Background: an optimization exercise with open tools, aiming at small area. Do not read the settings as production practice. RTL that was checked went through simulation tests only; none was proved equivalent to the original. Power is estimated from default activity; no workload was simulated.

Setup of before:
// prize_field
module prize_field (
	input  logic        clk,
	input  logic        resetN,
	input  logic [10:0] pixel_x,
	input  logic [10:0] pixel_y,
	input  logic [10:0] player_x,
	input  logic [10:0] player_y,
	input  logic        prize_hit,
	input  logic        block_hit,
	input  logic [3:0]  hit_edge,
	input  logic        level,
	input  logic        next_level,
	input  logic        player_alive,
	input  logic [9:0]  random_bits,
	output logic        draw,
	output logic [2:0]  prize_kind,
	output logic [10:0] tile_left,
	output logic [10:0] tile_top,
	output logic [1:0]  color_variant
);
	logic rl, nrl, lv, ld0, ld1;
	assign rl  = !resetN || next_level || !player_alive;
	assign nrl = !rl;
	assign lv  = resetN && level;
	assign ld0 = rl && !lv;
	assign ld1 = rl && lv;
	logic lvq;
	always_ff @(posedge clk) lvq <= rl ? lv : lvq;
	logic [9:0] q_col;
	logic [6:0] q_row;
	logic       q_hi;
	logic [6:0] take_row;
	logic [6:0] bump_row;
	always_comb begin
		for (int c = 0; c < 10; c++) q_col[c] = (player_x[9:6] == 4'(c));
		for (int r = 0; r < 7; r++) q_row[r] = (player_y[8:6] == 3'(r));
	end
  ...
Settings: LEC_CHECK=0, CAP_MARGIN=10, CORE_MARGIN=2, CORE_UTILIZATION=55, GPL_TIMING_DRIVEN=0, SLEW_MARGIN=10; clock period 5.0 ns.
standard.sh (not shown) runs the stock make flow with config.mk's settings and CLKGATE_MAP_FILE= SYNTH_SCRIPT=/design/flow/synth_recipe.tcl, a recipe that flattens the netlist after the stock synthesis.
==> flow/flow/run.sh <==
#!/bin/bash
# The standard layout (standard.sh), with three changes:
#  - synthesis maps the logic with an area-oriented ABC script (synth.tcl,
#    area.abc); flip-flops are mapped as in the standard synthesis;
#  - port buffers are buf_1;
#  - the clock tree uses small clock buffers and no dummy loads.
# Each make step's full log stays under orfs/logs/; the make output as a
# whole goes to make.log here.
set -euo pipefail
here=$(pwd)
# The platform's don't-use cells, and very large cells that timing repair
# would otherwise pick for the one high-fanout net (given on the make command
# line, since ORFS re-runs make for each step without the environment's
# additions to this list).
dont_use="sky130_fd_sc_hd__probe_p_8 sky130_fd_sc_hd__probec_p_8 sky130_fd_sc_hd__lpflow_bleeder_1 sky130_fd_sc_hd__lpflow_clkbufkapwr_1 sky130_fd_sc_hd__lpflow_clkbufkapwr_16 sky130_fd_sc_hd__lpflow_clkbufkapwr_2 sky130_fd_sc_hd__lpflow_clkbufkapwr_4 sky130_fd_sc_hd__lpflow_clkbufkapwr_8 sky130_fd_sc_hd__lpflow_clkinvkapwr_1 sky130_fd_sc_hd__lpflow_clkinvkapwr_16 sky130_fd_sc_hd__lpflow_clkinvkapwr_2 sky130_fd_sc_hd__lpflow_clkinvkapwr_4 sky130_fd_sc_hd__lpflow_clkinvkapwr_8 sky130_fd_sc_hd__lpflow_decapkapwr_12 sky130_fd_sc_hd__lpflow_decapkapwr_3 sky130_fd_sc_hd__lpflow_decapkapwr_4 sky130_fd_sc_hd__lpflow_decapkapwr_6 sky130_fd_sc_hd__lpflow_decapkapwr_8 sky130_fd_sc_hd__lpflow_inputiso0n_1 sky130_fd_sc_hd__lpflow_inputiso0p_1 sky130_fd_sc_hd__lpflow_inputiso1n_1 sky130_fd_sc_hd__lpflow_inputiso1p_1 sky130_fd_sc_hd__lpflow_inputisolatch_1 sky130_fd_sc_hd__lpflow_isobufsrc_1 sky130_fd_sc_hd__lpflow_isobufsrc_16 sky130_fd_sc_hd__lpflow_isobufsrc_2 sky130_fd_sc_hd__lpflow_isobufsrc_4 sky130_fd_sc_hd__lpflow_isobufsrc_8 sky130_fd_sc_hd__lpflow_isobufsrckapwr_16 sky130_fd_sc_hd__lpflow_lsbuf_lh_hl_isowell_tap_1 sky130_fd_sc_hd__lpflow_lsbuf_lh_hl_isowell_tap_2 sky130_fd_sc_hd__lpflow_lsbuf_lh_hl_isowell_tap_4 sky130_fd_sc_hd__lpflow_lsbuf_lh_isowell_4 sky130_fd_sc_hd__lpflow_lsbuf_lh_isowell_tap_1 sky130_fd_sc_hd__lpflow_lsbuf_lh_isowell_tap_2 sky130_fd_sc_hd__lpflow_lsbuf_lh_isowell_tap_4 sky130_fd_sc_hd__buf_12 sky130_fd_sc_hd__buf_16 sky130_fd_sc_hd__buf_6 sky130_fd_sc_hd__buf_8 sky130_fd_sc_hd__bufbuf_16 sky130_fd_sc_hd__bufbuf_8 sky130_fd_sc_hd__bufinv_16 sky130_fd_sc_hd__bufinv_8 sky130_fd_sc_hd__clkbuf_16 sky130_fd_sc_hd__clkbuf_8 sky130_fd_sc_hd__clkinv_16 sky130_fd_sc_hd__clkinv_8 sky130_fd_sc_hd__ebufn_8 sky130_fd_sc_hd__einvn_8 sky130_fd_sc_hd__einvp_8 sky130_fd_sc_hd__inv_12 sky130_fd_sc_hd__inv_16 sky130_fd_sc_hd__inv_6 sky130_fd_sc_hd__inv_8 sky130_fd_sc_hd__mux2_8 sky130_fd_sc_hd__nand2_8 sky130_fd_sc_hd__nor2_8 sky130_fd_sc_hd__a22o_1 sky130_fd_sc_hd__a22o_2 sky130_fd_sc_hd__a22o_4 sky130_fd_sc_hd__nor3_1 sky130_fd_sc_hd__nor3_2 sky130_fd_sc_hd__nor3_4 sky130_fd_sc_hd__nor4_1 sky130_fd_sc_hd__nor4_2 sky130_fd_sc_hd__nor4_4"
export SYNTH_INSBUF=0
export AREA_ABC_SCRIPT=$here/flow/area.abc
export BUFFER_PORTS_ARGS="-buffer_cell sky130_fd_sc_hd__buf_1"
export CTS_ARGS="-sink_clustering_enable -repair_clock_nets -dont_use_dummy_load -buf_list {sky130_fd_sc_hd__clkbuf_8}"
bash standard.sh SYNTH_SCRIPT=$here/flow/synth.tcl SKIP_REPAIR_TIE_FANOUT=1 DONT_USE_CELLS="$dont_use" finish > make.log 2>&1
Other scripts of this flow, unchanged in this note and not shown: flow/flow/area.abc, flow/flow/synth.tcl
diff inputs: before => after
--- a/flow/design.v
+++ b/flow/design.v
@@ -401,13 +401,13 @@
 	always_comb begin
 		for (int c = 0; c < 10; c++) p_col[c] = (pixel_x[9:6] == 4'(c));
 		for (int r = 0; r < 7; r++) p_row[r] = (pixel_y[8:6] == 3'(r));
 		for (int r = 0; r < 7; r++) row_any[r] = |(t_l1[r*10 +: 10] & p_col) || |(t_l0[r*10 +: 10] & p_col);
 		row_any[7] = 1'b0;
 	end
-	assign a_any = p_hi && row_any[pixel_y[8:6]];
+	assign a_any = p_hi && |(row_any[6:0] & p_row);
 	assign a_gem_d = p_hi && ((p_row[0] && p_col[9] && !e0_0_9) || (p_row[2] && p_col[7] && (!e0_2_7 && !lvq)) || (p_row[4] && p_col[5] && (!e0_4_5 && !lvq)) || (p_row[5] && p_col[0] && !e0_5_0));
 	logic [3:0] pc;
 	logic [2:0] pr;
 	logic [3:0] a_col, b_col, c_col;
 	logic [2:0] a_row, b_row, c_row;
 	logic       a_gem, b_gem, c_gem;
@@ -421,13 +421,14 @@
 		b_col <= a_col;
 		b_row <= a_row;
 		b_gem <= a_gem;
 		c_col <= b_col;
 		c_row <= b_row;
 		c_gem <= b_gem;
-		c_cv  <= {random_bits[b_row], b_col[3] ? random_bits[{3'b100, b_col[0]}] : random_bits[b_col[2:0]]};
+		c_cv  <= {(b_row[2] && b_row[1]) ? random_bits[6] : random_bits[b_row],
+			b_col[3] ? random_bits[{3'b100, b_col[0]}] : random_bits[b_col[2:0]]};
 	end
 	assign draw          = !(c_col[3] && (c_col[2] || c_col[1]));
 	assign prize_kind    = {1'b0, c_gem, draw && !c_gem};
 	assign tile_left     = {1'b0, c_col, 6'd0};
 	assign tile_top      = {2'b00, c_row, 6'd0};
 	assign color_variant = c_cv;
Notes after the runs:
Compared with before, after shows a global-route usage that is 1.5 points lower.
Taking before as the reference, in after non-filler instance count after layout went down by about 2.3%, wire length the detailed router placed on met1 now sits higher, sequential share of layout area climbed 0.26 points, leakage dissipation went up, total via count in the routed design -3.2%.
When after is set beside before, its synthesized cell count turns out to be about 3.3% smaller.
~same clock latency on the worst-skew pair in after and before

== rev 12 ==
prize_field, a different RTL version from the one above (not shown whole).
Size: ~110 flip-flops, ~93 I/O pins, roughly 4100 sq um of cells after synthesis.
==> flow/design.v (excerpt) <==
module prize_field (
	input  logic        clk,
	input  logic        resetN,
	input  logic [10:0] pixel_x,
	input  logic [10:0] pixel_y,
	input  logic [10:0] player_x,
	input  logic [10:0] player_y,
	input  logic        prize_hit,
	input  logic        block_hit,
	input  logic [3:0]  hit_edge,
	input  logic        level,
	input  logic        next_level,
	input  logic        player_alive,
	input  logic [9:0]  random_bits,
	output logic        draw,
	output logic [2:0]  prize_kind,
	output logic [10:0] tile_left,
	output logic [10:0] tile_top,
	output logic [1:0]  color_variant
);
==> flow/config.mk <==
export PLATFORM = sky130hd
export DESIGN_NAME = prize_field
export DESIGN_NICKNAME = prize_field
export VERILOG_FILES = /design/flow/design.v
export SDC_FILE = /design/flow/constraint.sdc
export NUM_CORES = 4
export LEC_CHECK = 0
export CAP_MARGIN = 0
export CORE_MARGIN = 2
export CORE_UTILIZATION = 55
export GPL_TIMING_DRIVEN = 0
export SLEW_MARGIN = 0
==> flow/constraint.sdc <==
create_clock -name core_clock -period 5.0 [get_ports {clk}]
set_input_delay 1.0000 -clock core_clock [delete_from_list [all_inputs] [get_ports {clk}]]
set_output_delay 1.0000 -clock core_clock [all_outputs]
set_load 0.01 [all_outputs]
==> flow/flow/run.sh <==
#!/bin/bash
# The standard layout (standard.sh), with three changes:
#  - synthesis maps the logic with an area-oriented ABC script (synth.tcl,
#    area.abc); flip-flops are mapped as in the standard synthesis;
#  - port buffers are buf_1;
#  - the clock tree uses small clock buffers and no dummy loads.
# Each make step's full log stays under orfs/logs/; the make output as a
# whole goes to make.log here.
set -euo pipefail
here=$(pwd)
# The platform's don't-use cells, and very large cells that timing repair
# would otherwise pick for the one high-fanout net (given on the make command
# line, since ORFS re-runs make for each step without the environment's
# additions to this list).
dont_use="sky130_fd_sc_hd__probe_p_8 sky130_fd_sc_hd__probec_p_8 sky130_fd_sc_hd__lpflow_bleeder_1 sky130_fd_sc_hd__lpflow_clkbufkapwr_1 sky130_fd_sc_hd__lpflow_clkbufkapwr_16 sky130_fd_sc_hd__lpflow_clkbufkapwr_2 sky130_fd_sc_hd__lpflow_clkbufkapwr_4 sky130_fd_sc_hd__lpflow_clkbufkapwr_8 sky130_fd_sc_hd__lpflow_clkinvkapwr_1 sky130_fd_sc_hd__lpflow_clkinvkapwr_16 sky130_fd_sc_hd__lpflow_clkinvkapwr_2 sky130_fd_sc_hd__lpflow_clkinvkapwr_4 sky130_fd_sc_hd__lpflow_clkinvkapwr_8 sky130_fd_sc_hd__lpflow_decapkapwr_12 sky130_fd_sc_hd__lpflow_decapkapwr_3 sky130_fd_sc_hd__lpflow_decapkapwr_4 sky130_fd_sc_hd__lpflow_decapkapwr_6 sky130_fd_sc_hd__lpflow_decapkapwr_8 sky130_fd_sc_hd__lpflow_inputiso0n_1 sky130_fd_sc_hd__lpflow_inputiso0p_1 sky130_fd_sc_hd__lpflow_inputiso1n_1 sky130_fd_sc_hd__lpflow_inputiso1p_1 sky130_fd_sc_hd__lpflow_inputisolatch_1 sky130_fd_sc_hd__lpflow_isobufsrc_1 sky130_fd_sc_hd__lpflow_isobufsrc_16 sky130_fd_sc_hd__lpflow_isobufsrc_2 sky130_fd_sc_hd__lpflow_isobufsrc_4 sky130_fd_sc_hd__lpflow_isobufsrc_8 sky130_fd_sc_hd__lpflow_isobufsrckapwr_16 sky130_fd_sc_hd__lpflow_lsbuf_lh_hl_isowell_tap_1 sky130_fd_sc_hd__lpflow_lsbuf_lh_hl_isowell_tap_2 sky130_fd_sc_hd__lpflow_lsbuf_lh_hl_isowell_tap_4 sky130_fd_sc_hd__lpflow_lsbuf_lh_isowell_4 sky130_fd_sc_hd__lpflow_lsbuf_lh_isowell_tap_1 sky130_fd_sc_hd__lpflow_lsbuf_lh_isowell_tap_2 sky130_fd_sc_hd__lpflow_lsbuf_lh_isowell_tap_4 sky130_fd_sc_hd__buf_12 sky130_fd_sc_hd__buf_16 sky130_fd_sc_hd__buf_6 sky130_fd_sc_hd__buf_8 sky130_fd_sc_hd__bufbuf_16 sky130_fd_sc_hd__bufbuf_8 sky130_fd_sc_hd__bufinv_16 sky130_fd_sc_hd__bufinv_8 sky130_fd_sc_hd__clkbuf_16 sky130_fd_sc_hd__clkbuf_8 sky130_fd_sc_hd__clkinv_16 sky130_fd_sc_hd__clkinv_8 sky130_fd_sc_hd__ebufn_8 sky130_fd_sc_hd__einvn_8 sky130_fd_sc_hd__einvp_8 sky130_fd_sc_hd__inv_12 sky130_fd_sc_hd__inv_16 sky130_fd_sc_hd__inv_6 sky130_fd_sc_hd__inv_8 sky130_fd_sc_hd__mux2_8 sky130_fd_sc_hd__nand2_8 sky130_fd_sc_hd__nor2_8"
export SYNTH_INSBUF=0
export AREA_ABC_SCRIPT=$here/flow/area.abc
export BUFFER_PORTS_ARGS="-buffer_cell sky130_fd_sc_hd__buf_1"
export CTS_ARGS="-sink_clustering_enable -repair_clock_nets -dont_use_dummy_load -buf_list {sky130_fd_sc_hd__clkbuf_2 sky130_fd_sc_hd__clkbuf_4}"
bash standard.sh SYNTH_SCRIPT=$here/flow/synth.tcl SKIP_REPAIR_TIE_FANOUT=1 DONT_USE_CELLS="$dont_use" finish > make.log 2>&1
Other scripts of this flow, unchanged in this note and not shown: flow/flow/area.abc, flow/flow/synth.tcl
The inputs of rev 13 differ from those of rev 12 as listed below.
--- a/flow/design.v
+++ b/flow/design.v
@@ -56,26 +56,24 @@
 	assign nrl = !rl;
 	assign lv  = resetN && level;
 	assign ld0 = rl && !lv;
 	assign ld1 = rl && lv;
 	logic lvq;
 	always_ff @(posedge clk) lvq <= rl ? lv : lvq;
 	logic [9:0] q_col;
 	logic [6:0] q_row;
-	logic       q_hi;
 	logic [6:0] take_row;
 	logic [6:0] bump_row;
 	always_comb begin
-		for (int c = 0; c < 10; c++) q_col[c] = (player_x[9:6] == 4'(c));
-		for (int r = 0; r < 7; r++) q_row[r] = (player_y[8:6] == 3'(r));
+		for (int c = 0; c < 10; c++) q_col[c] = (player_x[10:6] == 5'(c));
+		for (int r = 0; r < 7; r++) q_row[r] = (player_y[10:6] == 5'(r));
 	end
-	assign q_hi = !player_x[10] && (player_y[10:9] == 2'b00);
-	assign take_row = {7{prize_hit && nrl && q_hi}} & q_row;
-	assign bump_row = {7{block_hit && (hit_edge == 4'b0100) && !prize_hit && nrl && q_hi}} & q_row;
+	assign take_row = {7{prize_hit && nrl}} & q_row;
+	assign bump_row = {7{block_hit && (hit_edge == 4'b0100) && !prize_hit && nrl}} & q_row;
 	logic take0_row2;
 	assign take0_row2 = take_row[2] && !lvq;
 	logic take0_row4;
 	assign take0_row4 = take_row[4] && !lvq;
 	logic take1_row1;
 	assign take1_row1 = take_row[1] && lvq;
 	logic l1_0_0;
 	always_ff @(posedge clk) l1_0_0 <= (l1_0_0 && nrl) || (bump_row[0] && q_col[0]);
@@ -390,29 +388,28 @@
 	assign t_l1[67] = l1_6_7;
 	assign t_l0[67] = 1'b0;
 	assign t_l1[68] = l1_6_8;
 	assign t_l0[68] = 1'b0;
 	assign t_l1[69] = l1_6_9;
 	assign t_l0[69] = 1'b0;
 	logic [9:0] p_col;
 	logic [6:0] p_row;
-	logic [7:0] row_any;
+	logic [6:0] row_l1;
+	logic [6:0] row_l0;
 	logic       a_any;
 	logic       a_gem_d;
-	logic       p_hi;
-	assign p_hi = !pixel_x[10] && (pixel_y[10:9] == 2'b00);
 	always_comb begin
-		for (int c = 0; c < 10; c++) p_col[c] = (pixel_x[9:6] == 4'(c));
-		for (int r = 0; r < 7; r++) p_row[r] = (pixel_y[8:6] == 3'(r));
-		for (int r = 0; r < 7; r++) row_any[r] = |(t_l1[r*10 +: 10] & p_col) || |(t_l0[r*10 +: 10] & p_col);
-		row_any[7] = 1'b0;
+		for (int c = 0; c < 10; c++) p_col[c] = (pixel_x[10:6] == 5'(c));
+		for (int r = 0; r < 7; r++) p_row[r] = (pixel_y[10:6] == 5'(r));
+		for (int r = 0; r < 7; r++) row_l1[r] = |(t_l1[r*10 +: 10] & p_col);
+		for (int r = 0; r < 7; r++) row_l0[r] = |(t_l0[r*10 +: 10] & p_col);
 	end
-	assign a_any = p_hi && row_any[pixel_y[8:6]];
-	assign a_gem_d = p_hi && ((p_row[0] && p_col[9] && !e0_0_9) || (p_row[2] && p_col[7] && (!e0_2_7 && !lvq)) || (p_row[4] && p_col[5] && (!e0_4_5 && !lvq)) || (p_row[5] && p_col[0] && !e0_5_0));
+	assign a_any = |(row_l1 & p_row) || |(row_l0 & p_row);
+	assign a_gem_d = (p_row[0] && p_col[9] && !e0_0_9) || (p_row[2] && p_col[7] && (!e0_2_7 && !lvq)) || (p_row[4] && p_col[5] && (!e0_4_5 && !lvq)) || (p_row[5] && p_col[0] && !e0_5_0);
 	logic [3:0] pc;
 	logic [2:0] pr;
 	logic [3:0] a_col, b_col, c_col;
 	logic [2:0] a_row, b_row, c_row;
 	logic       a_gem, b_gem, c_gem;
 	logic [1:0] c_cv;
 	assign pc = pixel_x[9:6];
 	assign pr = pixel_y[8:6];
In summary, rev 13 completed successfully, with a layout that passed the timing, design-rule and antenna checks. Rev 12 → rev 13: share of the yosys chip area belonging to registers lost 0.42 points, final instance area lost about 0.5%, post-route fraction of the period consumed by the critical path lost 5.3 points. The share of total power consumed by net switching of rev 13 is lower than that of rev 12. Inverter count of the layout excluding clock inverters delta for rev 13 relative to rev 12: 2 higher. The average detailed-routed wire length per instance of rev 13 falls short of that of rev 12 by 3.0 um. The register share of the cell area in rev 13 was higher than what rev 12 gave. Lower number of unique standard cell types used by synthesis among rev 12 and rev 13: rev 12. The more densely filled core belongs to rev 12, not rev 13. Diff rev 12 -> rev 13: die area shows an increase of 0.72%, first-pass GRT wire length shows a reduction of 2.8%. The net count after synthesis in rev 13 was higher than what rev 12 gave. Rev 13: via count of the first global-routing pass 1.3% below rev 12. Total congestion overflow: rev 13 vs rev 12 identical.
For rev 12, only the layout was checked, not whether the RTL still works.

separate check: timing with driven ports:
Ports are ideal in the flow. The routed layouts listed here were re-timed in OpenROAD. Step 1 (the two cells are an assumption about what drives the block):
set clk [get_ports {clk}]
set_driving_cell -lib_cell sky130_fd_sc_hd__clkbuf_16 $clk
set_driving_cell -lib_cell sky130_fd_sc_hd__buf_2 [delete_from_list [all_inputs] $clk]
Step 2 moves the port delays by t, midway between the first and last clock arrival at a register: inputs arrive t later, outputs are due t later. That takes back most of the time a late clock gives input paths. Slacks: no drivers / after step 1 / after step 2; pairs: no drivers / after step 1.
run | t (ns) | setup WS [ns] | pins driven straight from the clock port
before | 0.379 | 1.272 / 1.279 / 0.901 | 1
after | 0.389 | 1.397 / 1.406 / 1.017 | 1
rev 12 | 0.528 | 1.393 / 1.404 / 0.877 | 1
rev 13 | 0.497 | 1.657 / 1.665 / 1.168 | 1
After both steps every run listed still meets setup and hold. The setup slack of rev 12, which loses most, moves by +0.011 ns with the drivers and by -0.516 ns with both steps.
